Background: an optimization exercise with open tools, aiming at small area and a short achievable clock period. Do not read the settings as production practice. The RTL was checked by simulation tests, not by an equivalence proof against the original design. Power and IR drop assume default switching activity.

==> flow/design.v <==
package core_pkg;
  localparam int DATA_W     = 32;
  localparam int REG_ADDR_W = 5;
  typedef logic [DATA_W-1:0]     data_t;
  typedef logic [DATA_W-1:0]     addr_t;
  typedef logic [REG_ADDR_W-1:0] reg_addr_t;
  typedef logic [31:0]           inst_t;
  typedef enum logic [5:0] {
    OP_SPECIAL = 6'h00,
    OP_ADDIU   = 6'h09,
    OP_ORI     = 6'h0d,
    OP_LUI     = 6'h0f
  } opcode_e;
  typedef enum logic [5:0] {
    F_SLL  = 6'h00,
    F_SRL  = 6'h02,
    F_ADDU = 6'h21,
    F_SUBU = 6'h23,
    F_AND  = 6'h24,
    F_OR   = 6'h25,
    F_XOR  = 6'h26,
    F_SLT  = 6'h2a
  } funct_e;
  typedef enum logic [3:0] {
    ALU_ADD,
    ALU_SUB,
    ALU_AND,
    ALU_OR,
    ALU_XOR,
    ALU_SLT,
    ALU_SLL,
    ALU_SRL,
    ALU_NOP
  } alu_op_e;
  typedef struct packed {
    addr_t pc;
    inst_t inst;
  } fetch_t;
  typedef struct packed {
    alu_op_e    alu_op;
    data_t      operand_a;
    data_t      operand_b;
    logic [4:0] shamt;
    logic       wb_en;
    reg_addr_t  wb_addr;
    addr_t      pc;
  } ex_req_t;
  typedef struct packed {
    logic      en;
    reg_addr_t addr;
    data_t     data;
    addr_t     pc;
  } wb_t;
endpackage
`timescale 1ns/1ps
module pc_fetch #(
  parameter core_pkg::addr_t RESET_PC = 32'hbfc0_0000
) (
  input  logic             clk,
  input  logic             reset_i,
  input  logic             stall_i,
  output core_pkg::addr_t  rom_addr_o,
  input  core_pkg::inst_t  rom_read_data_i,
  output core_pkg::fetch_t fetch_o
);
  core_pkg::addr_t pc;
  always_ff @(posedge clk) begin
    if (reset_i) begin
      pc <= RESET_PC;
    end else if (!stall_i) begin
      pc <= pc + core_pkg::addr_t'(4);
    end
  end
  assign rom_addr_o = pc;
  always_ff @(posedge clk) begin
    if (reset_i) begin
      fetch_o.inst <= '0;
    end else if (!stall_i) begin
      fetch_o.pc   <= pc;
      fetch_o.inst <= rom_read_data_i;
    end
  end
endmodule
`timescale 1ns/1ps
module decoder (
  input  logic                clk,
  input  logic                reset_i,
  input  logic                stall_i,
  input  core_pkg::fetch_t    fetch_i,
  output core_pkg::reg_addr_t rs_addr_o,
  output core_pkg::reg_addr_t rt_addr_o,
  input  core_pkg::data_t     rs_data_i,
  input  core_pkg::data_t     rt_data_i,
  input  core_pkg::wb_t       ex_fwd_i,
  input  core_pkg::wb_t       wb_i,
  output core_pkg::ex_req_t   ex_req_o
);
  core_pkg::opcode_e     opcode;
  core_pkg::funct_e      funct;
  core_pkg::reg_addr_t   rs_addr;
  core_pkg::reg_addr_t   rt_addr;
  core_pkg::reg_addr_t   rd_addr;
  logic [15:0] imm;
  core_pkg::data_t       rs_val;
  core_pkg::data_t       rt_val;
  core_pkg::ex_req_t     req;
  assign opcode  = core_pkg::opcode_e'(fetch_i.inst[31:26]);
  assign funct   = core_pkg::funct_e'(fetch_i.inst[5:0]);
  assign rs_addr = fetch_i.inst[25:21];
  assign rt_addr = fetch_i.inst[20:16];
  assign rd_addr = fetch_i.inst[15:11];
  assign imm     = fetch_i.inst[15:0];
  assign rs_addr_o = rs_addr;
  assign rt_addr_o = rt_addr;
  always_comb begin
    if (rs_addr == 5'd0) begin
      rs_val = '0;
    end else if (ex_fwd_i.en && ex_fwd_i.addr == rs_addr) begin
      rs_val = ex_fwd_i.data;
    end else if (wb_i.en && wb_i.addr == rs_addr) begin
      rs_val = wb_i.data;
    end else begin
      rs_val = rs_data_i;
    end
  end
  always_comb begin
    if (rt_addr == 5'd0) begin
      rt_val = '0;
    end else if (ex_fwd_i.en && ex_fwd_i.addr == rt_addr) begin
      rt_val = ex_fwd_i.data;
    end else if (wb_i.en && wb_i.addr == rt_addr) begin
      rt_val = wb_i.data;
    end else begin
      rt_val = rt_data_i;
    end
  end
  always_comb begin
    req.alu_op    = core_pkg::ALU_NOP;
    req.operand_a = rs_val;
    req.operand_b = rt_val;
    req.shamt     = fetch_i.inst[10:6];
    req.wb_addr   = rd_addr;
    req.pc        = fetch_i.pc;
    case (opcode)
      core_pkg::OP_SPECIAL: begin
        case (funct)
          core_pkg::F_SLL:   req.alu_op = core_pkg::ALU_SLL;
          core_pkg::F_SRL:   req.alu_op = core_pkg::ALU_SRL;
          core_pkg::F_ADDU:  req.alu_op = core_pkg::ALU_ADD;
          core_pkg::F_SUBU:  req.alu_op = core_pkg::ALU_SUB;
          core_pkg::F_AND:   req.alu_op = core_pkg::ALU_AND;
          core_pkg::F_OR:    req.alu_op = core_pkg::ALU_OR;
          core_pkg::F_XOR:   req.alu_op = core_pkg::ALU_XOR;
          core_pkg::F_SLT:   req.alu_op = core_pkg::ALU_SLT;
          default: req.alu_op = core_pkg::ALU_NOP;
        endcase
      end
      core_pkg::OP_ADDIU: begin
        req.alu_op    = core_pkg::ALU_ADD;
        req.operand_b = {{(core_pkg::DATA_W-16){imm[15]}}, imm};
        req.wb_addr   = rt_addr;
      end
      core_pkg::OP_ORI: begin
        req.alu_op    = core_pkg::ALU_OR;
        req.operand_b = {{(core_pkg::DATA_W-16){1'b0}}, imm};
        req.wb_addr   = rt_addr;
      end
      core_pkg::OP_LUI: begin
        req.alu_op    = core_pkg::ALU_OR;
        req.operand_a = '0;
        req.operand_b = {imm, {(core_pkg::DATA_W-16){1'b0}}};
        req.wb_addr   = rt_addr;
      end
      default: req.alu_op = core_pkg::ALU_NOP;
    endcase
    req.wb_en = (req.alu_op != core_pkg::ALU_NOP) && (req.wb_addr != '0);
  end
  always_ff @(posedge clk) begin
    if (reset_i) begin
      ex_req_o.alu_op <= core_pkg::ALU_NOP;
      ex_req_o.wb_en  <= 1'b0;
    end else if (!stall_i) begin
      ex_req_o <= req;
    end
  end
endmodule
`timescale 1ns/1ps
module reg_file (
  input  logic                clk,
  input  logic                reset_i,
  input  core_pkg::reg_addr_t rs_addr_i,
  input  core_pkg::reg_addr_t rt_addr_i,
  output core_pkg::data_t     rs_data_o,
  output core_pkg::data_t     rt_data_o,
  input  core_pkg::wb_t       wb_i
);
  localparam int NUM_REGS = 2**core_pkg::REG_ADDR_W;
  core_pkg::data_t regs [NUM_REGS];
  always_ff @(posedge clk) begin
    if (reset_i) begin
      for (int i = 0; i < NUM_REGS; i++) begin
        regs[i] <= '0;
      end
    end else if (wb_i.en) begin
      regs[wb_i.addr] <= wb_i.data;
    end
  end
  assign rs_data_o = (rs_addr_i == '0) ? '0 : regs[rs_addr_i];
  assign rt_data_o = (rt_addr_i == '0) ? '0 : regs[rt_addr_i];
endmodule
`timescale 1ns/1ps
module alu_stage (
  input  logic              clk,
  input  logic              reset_i,
  input  logic              stall_i,
  input  core_pkg::ex_req_t ex_req_i,
  output core_pkg::wb_t     ex_fwd_o,
  output core_pkg::wb_t     wb_o
);
  core_pkg::data_t result;
  core_pkg::wb_t   wb_q;
  always_comb begin
    case (ex_req_i.alu_op)
      core_pkg::ALU_ADD: result = ex_req_i.operand_a + ex_req_i.operand_b;
      core_pkg::ALU_SUB: result = ex_req_i.operand_a - ex_req_i.operand_b;
      core_pkg::ALU_AND: result = ex_req_i.operand_a & ex_req_i.operand_b;
      core_pkg::ALU_OR:  result = ex_req_i.operand_a | ex_req_i.operand_b;
      core_pkg::ALU_XOR: result = ex_req_i.operand_a ^ ex_req_i.operand_b;
      core_pkg::ALU_SLT: begin
        result = {{(core_pkg::DATA_W-1){1'b0}},
                  $signed(ex_req_i.operand_a) < $signed(ex_req_i.operand_b)};
      end
      core_pkg::ALU_SLL: result = ex_req_i.operand_b << ex_req_i.shamt;
      core_pkg::ALU_SRL: result = ex_req_i.operand_b >> ex_req_i.shamt;
      default: result = '0;
    endcase
  end
  always_comb begin
    ex_fwd_o.en   = ex_req_i.wb_en;
    ex_fwd_o.addr = ex_req_i.wb_addr;
    ex_fwd_o.data = result;
    ex_fwd_o.pc   = ex_req_i.pc;
  end
  always_ff @(posedge clk) begin
    if (reset_i) begin
      wb_q.en <= 1'b0;
    end else if (!stall_i) begin
      wb_q <= ex_fwd_o;
    end
  end
  always_comb begin
    wb_o    = wb_q;
    wb_o.en = wb_q.en & ~stall_i;
  end
endmodule
`timescale 1ns/1ps
module mips_core #(
  parameter core_pkg::addr_t RESET_PC = 32'hbfc0_0000
) (
  input  logic            clk,
  input  logic            reset_i,
  input  logic            stall_i,
  output logic [31:0]     rom_addr_o,
  input  logic [31:0]     rom_read_data_i,
  output logic            debug_wb_en_o,
  output logic [4:0]      debug_wb_addr_o,
  output logic [31:0]     debug_wb_data_o,
  output logic [31:0]     debug_wb_pc_o
);
  core_pkg::fetch_t    fetch;
  core_pkg::ex_req_t   ex_req;
  core_pkg::wb_t       ex_fwd;
  core_pkg::wb_t       wb;
  core_pkg::reg_addr_t rs_addr;
  core_pkg::reg_addr_t rt_addr;
  core_pkg::data_t     rs_data;
  core_pkg::data_t     rt_data;
  pc_fetch #(
    .RESET_PC (RESET_PC)
  ) u_pc_fetch (
    .clk             (clk),
    .reset_i         (reset_i),
    .stall_i         (stall_i),
    .rom_addr_o      (rom_addr_o),
    .rom_read_data_i (rom_read_data_i),
    .fetch_o         (fetch)
  );
  decoder u_decoder (
    .clk       (clk),
    .reset_i   (reset_i),
    .stall_i   (stall_i),
    .fetch_i   (fetch),
    .rs_addr_o (rs_addr),
    .rt_addr_o (rt_addr),
    .rs_data_i (rs_data),
    .rt_data_i (rt_data),
    .ex_fwd_i  (ex_fwd),
    .wb_i      (wb),
    .ex_req_o  (ex_req)
  );
  reg_file u_reg_file (
    .clk       (clk),
    .reset_i   (reset_i),
    .rs_addr_i (rs_addr),
    .rt_addr_i (rt_addr),
    .rs_data_o (rs_data),
    .rt_data_o (rt_data),
    .wb_i      (wb)
  );
  alu_stage u_alu_stage (
    .clk      (clk),
    .reset_i  (reset_i),
    .stall_i  (stall_i),
    .ex_req_i (ex_req),
    .ex_fwd_o (ex_fwd),
    .wb_o     (wb)
  );
  assign debug_wb_en_o   = wb.en;
  assign debug_wb_addr_o = wb.addr;
  assign debug_wb_data_o = wb.data;
  assign debug_wb_pc_o   = wb.pc;
endmodule
==> flow/run.sh <==
#!/bin/bash
# synth_recipe.tcl (not shown) runs the flow's synth.tcl, then flattens the netlist and writes it again
# the make line also repeats each setting of config.mk as NAME=value (left out here)
make -C /OpenROAD-flow-scripts/flow DESIGN_CONFIG=/design/flow/config.mk WORK_HOME=/design/flow/orfs CLKGATE_MAP_FILE= SYNTH_SCRIPT=/design/flow/synth_recipe.tcl finish
==> flow/config.mk <==
export PLATFORM = sky130hd
export DESIGN_NAME = mips_core
export DESIGN_NICKNAME = mips_core
export VERILOG_FILES = /design/flow/design.v
export SDC_FILE = /design/flow/constraint.sdc
export NUM_CORES = 4
export LEC_CHECK = 0
export CAP_MARGIN = 20
export CORE_MARGIN = 2
export CORE_UTILIZATION = 35
export PLACE_DENSITY = 0.55
export SLEW_MARGIN = 20
==> flow/constraint.sdc <==
create_clock -name core_clock -period 4.8 [get_ports {clk}]
set_input_delay 0.9600 -clock core_clock [delete_from_list [all_inputs] [get_ports {clk}]]
set_output_delay 0.9600 -clock core_clock [all_outputs]
set_load 0.01 [all_outputs]
==> results.txt <==
kinds of logic (layout without fill, tap and decap cells):
kind of cell / after synthesis / after routing / share of synthesized area
adder cells (fa/ha/maj): 111 / 111 / 0.0188
AND/OR/NAND/NOR: 1774 / 1774 / 0.132
XOR/XNOR: 57 / 57 / 0.00668
other: 1 / 13 / 0.0000501
flip-flops: 1303 / 1303 / 0.513
buffers and inverters: 697 / 805 / 0.0404
AO/OA/AOI/OAI: 660 / 660 / 0.0595
multiplexers: 856 / 856 / 0.230
layout make-up:
type / count / area, um2 / area share
Timing Repair Buffer: 408 / 3790 / 0.0447
Clock inverter: 84 / 828 / 0.00978
Tap cell: 2821 / 3530 / 0.0417
Antenna cell: 9 / 22.5 / 0.000266
Sequential cell: 1303 / 38400 / 0.453
Multi-Input combinational cell: 3462 / 33800 / 0.399
Clock buffer: 184 / 3920 / 0.0463
Inverter: 129 / 484 / 0.00572
sequential cells by signal (all words and copies together) (netlist names), named ones only:
signal	flops
u_decoder.ex_req_o	109
u_pc_fetch.fetch_o	62
u_alu_stage.wb_q	68
u_pc_fetch.pc	30
u_reg_file.regs	1024
cells in the final DEF (no fill, tap or decap), drive strengths merged, types with 22 or more instances in the layout:
cell type / n
a21o: 24
buf: 278
dfxtp: 78
nand3: 48
a31oi: 23
a211oi: 58
a21oi: 143
mux2: 24
o211ai: 45
clkbuf: 184
a221oi: 31
mux4: 687
nand2: 195
clkinv: 64
or2: 41
and2: 1032
o21ai: 147
nor2: 278
inv: 132
nor3: 42
ha: 109
xor2: 41
edfxtp: 1225
nand2b: 22
clkdlybuf4s50: 130
mux2i: 145
power breakdown:
| part | switching, uW | internal (uW) | total [uW] |
|---|---|---|---|
| registers | 377 | 12800 | 13200 |
| clock network | 4940 | 6380 | 11300 |
| logic | 2470 | 1600 | 4070 |
| total | 7790 | 20800 | 28600 |
critical path, cell delays in order, from the launching register on:
cell	delay, ns
edfxtp_1	0.55
ha_1	0.31
fa_1	0.44
nor2_1	0.16
o221ai_1	0.19
o21ai_1	0.50
o21ai_0	0.36
a2111oi_0	0.69
o2111ai_1	0.34
a21o_1	0.28
a221o_1	0.36
final timing paths:
check | startpoint | end
worst max-delay path | u_decoder.ex_req_o[43]$_DFFE_PP_ | u_decoder.ex_req_o[43]$_DFFE_PP_
worst min-delay path | u_decoder.ex_req_o[22]$_DFFE_PP_ | u_alu_stage.wb_q[22]$_DFFE_PP_
worst max register to register | u_decoder.ex_req_o[43]$_DFFE_PP_ | u_decoder.ex_req_o[43]$_DFFE_PP_
worst min register to register | u_decoder.ex_req_o[22]$_DFFE_PP_ | u_alu_stage.wb_q[22]$_DFFE_PP_
per-layer routing:
metal	vias to the layer above	global-route usage	share of wire
li1	20800	-	-
met1	25900	0.324	0.40
met2	2361	0.414	0.48
met3	539	0.0468	0.080
met4	8	0.0991	0.043
met5	-	0	0.00028
stage by stage:
stage | total power (uW) | setup WS, ns | hold slack, ns
after floorplan | 15800 | -1.19 | 0.400
after global routing | 29400 | 0.224 | 0.422
after detailed placement | 17500 | 0.446 | 0.405
after global placement | 17400 | 0.441 | 0.400
final | 28600 | 0.329 | 0.414
after CTS | 28700 | 0.434 | 0.417
==> out/qor.txt <==
Status -> no timing/DRC/antenna violations
Warnings, synthesis -> 4
Hold Path Stages -> 0
Grt ovf -> 0
Clock transition at path regs -> 0.06 ns
Via count -> 49,600
Worst-skew pair later-pin latency -> 0.82 ns
Initial DRC Count -> 5,646
Post-synth top cells -> 1,225 x edfxtp_1, 1,031 x and2_1, 687 x mux4_2
Worst VDD drop -> 0.287 mV
CTS tree -> done
Fillers -> 19,700
Mapped Cells -> 5,459
Final wirelength -> 275,000 um
H-tree levels -> 4
Share of post-route cells with drive strength above 1 -> 0.234
R2r setup slk -> 0.33 ns
Top cell type by total area after synthesis -> edfxtp_1
R2R depth -> 10
HP Class -> reg -> reg
Post-CTS setup buffers -> 0
Clock sinks -> 1,303
Synth top area cells -> edfxtp_1 49%, mux4_2 21%, and2_1 8.6%, dfxtp_1 2.1%, mux2i_1 1.9%
Cts-stage hold buffer count -> 0
CP max FO -> 10
Die width -> 466 um
CTS Root Cell -> clkbuf_16
Mapped Area -> 0.0748 mm2
Post-layout instance area -> 0.0847 mm2
Top-area cell type share of the netlist area -> 0.492
Initial antenna violation count -> 19
Final GP Congestion -> 0.968
Top_reg_cell synth -> edfxtp_1
Peak Freq -> 224 MHz
Period utilization -> 0.931
Sequential area share after synthesis -> 0.513
CP Launch Type -> flop
Wire per inst -> 32.8 um
Async S/R FF share, synth -> 0
CTS Buffer Depth -> 3
Setup TNS after final layout -> 0 ns
PostCTS Resize Cnt -> 0
Total Nets Final -> 5,599
Leakage dissipation -> 0.0296 uW
Dpl cells -> 8,120
Required @ worst endpoint -> 5.32 ns
Placed Area -> 0.0799 mm2
Post-synth EDFFs -> 1,225
First-pass GRT wire length -> 386,000 um
DR pass1 iterations -> 5
Count of cell types in the netlist -> 89
Worst rel slew slack -> 0.210
Fin Clk Skew -> 0.0426 ns
Final setup viols -> 0
Least-Margin Pin Slew -> 1.18 ns
Drc violations -> 0
GRT Overall Usage -> 0.250
Max-slew violations -> 0
DR vias/cell -> 5.90
Pin count of the biggest net entering global routing -> 75
Core Region -> 0.212 mm2
# rows -> 169
CP Capture Type -> flop
Final Core Density -> 0.399
Area delta synth->final -> 13.3%
Final hold violations -> 0
Die H -> 466 um
Critical path type -> reg -> reg
Number of I/O pins -> 137
HPWL Detailed -> 182,000 um
Max Cap Viol -> 0
Post-Layout Cell Count -> 8,400
RSZ-0062 raised after global routing -> no
Cts bufs inserted -> 149
PortBufs -> 132
Top-count cell post-synth -> edfxtp_1
Average size of a mapped cell -> 13.7 um2
Routed Antenna Nets -> 0
Power per cell area -> 338 mW/mm2
Yosys reg bits -> 1,303
Die area -> 0.217 mm2
Tmin final -> 4.47 ns
Vias in the first global route -> 50,000
Initial Util -> 0.352
Worst path arrival time -> 4.99 ns

[separate check: timing with driven ports]
How much do the figures lean on ideal ports? The routed layout below was timed once more, with nothing changed but the port constraints.
Step 1: set_driving_cell puts a clkbuf_16 on clk and a buf_2 on each other input, an assumption about the parent block.
Step 2, shift: input delay + t, output delay - t, t = (earliest + latest rising clock arrival at the registers) / 2. This alone moves slack from input paths to output paths.
a / b / c = ideal ports / drivers / drivers and shift; a / b = the first two.
shift t [ns]: 0.885
setup slack, ns: 0.329 / 0.329 / 0.329
worst slew at a driven data input, ns: 0.12
cell pins on the clock port's net: 1
After both steps this run still meets setup and hold. The setup slack of this run moves by 0.000 ns with the drivers and by 0.000 ns with both steps.
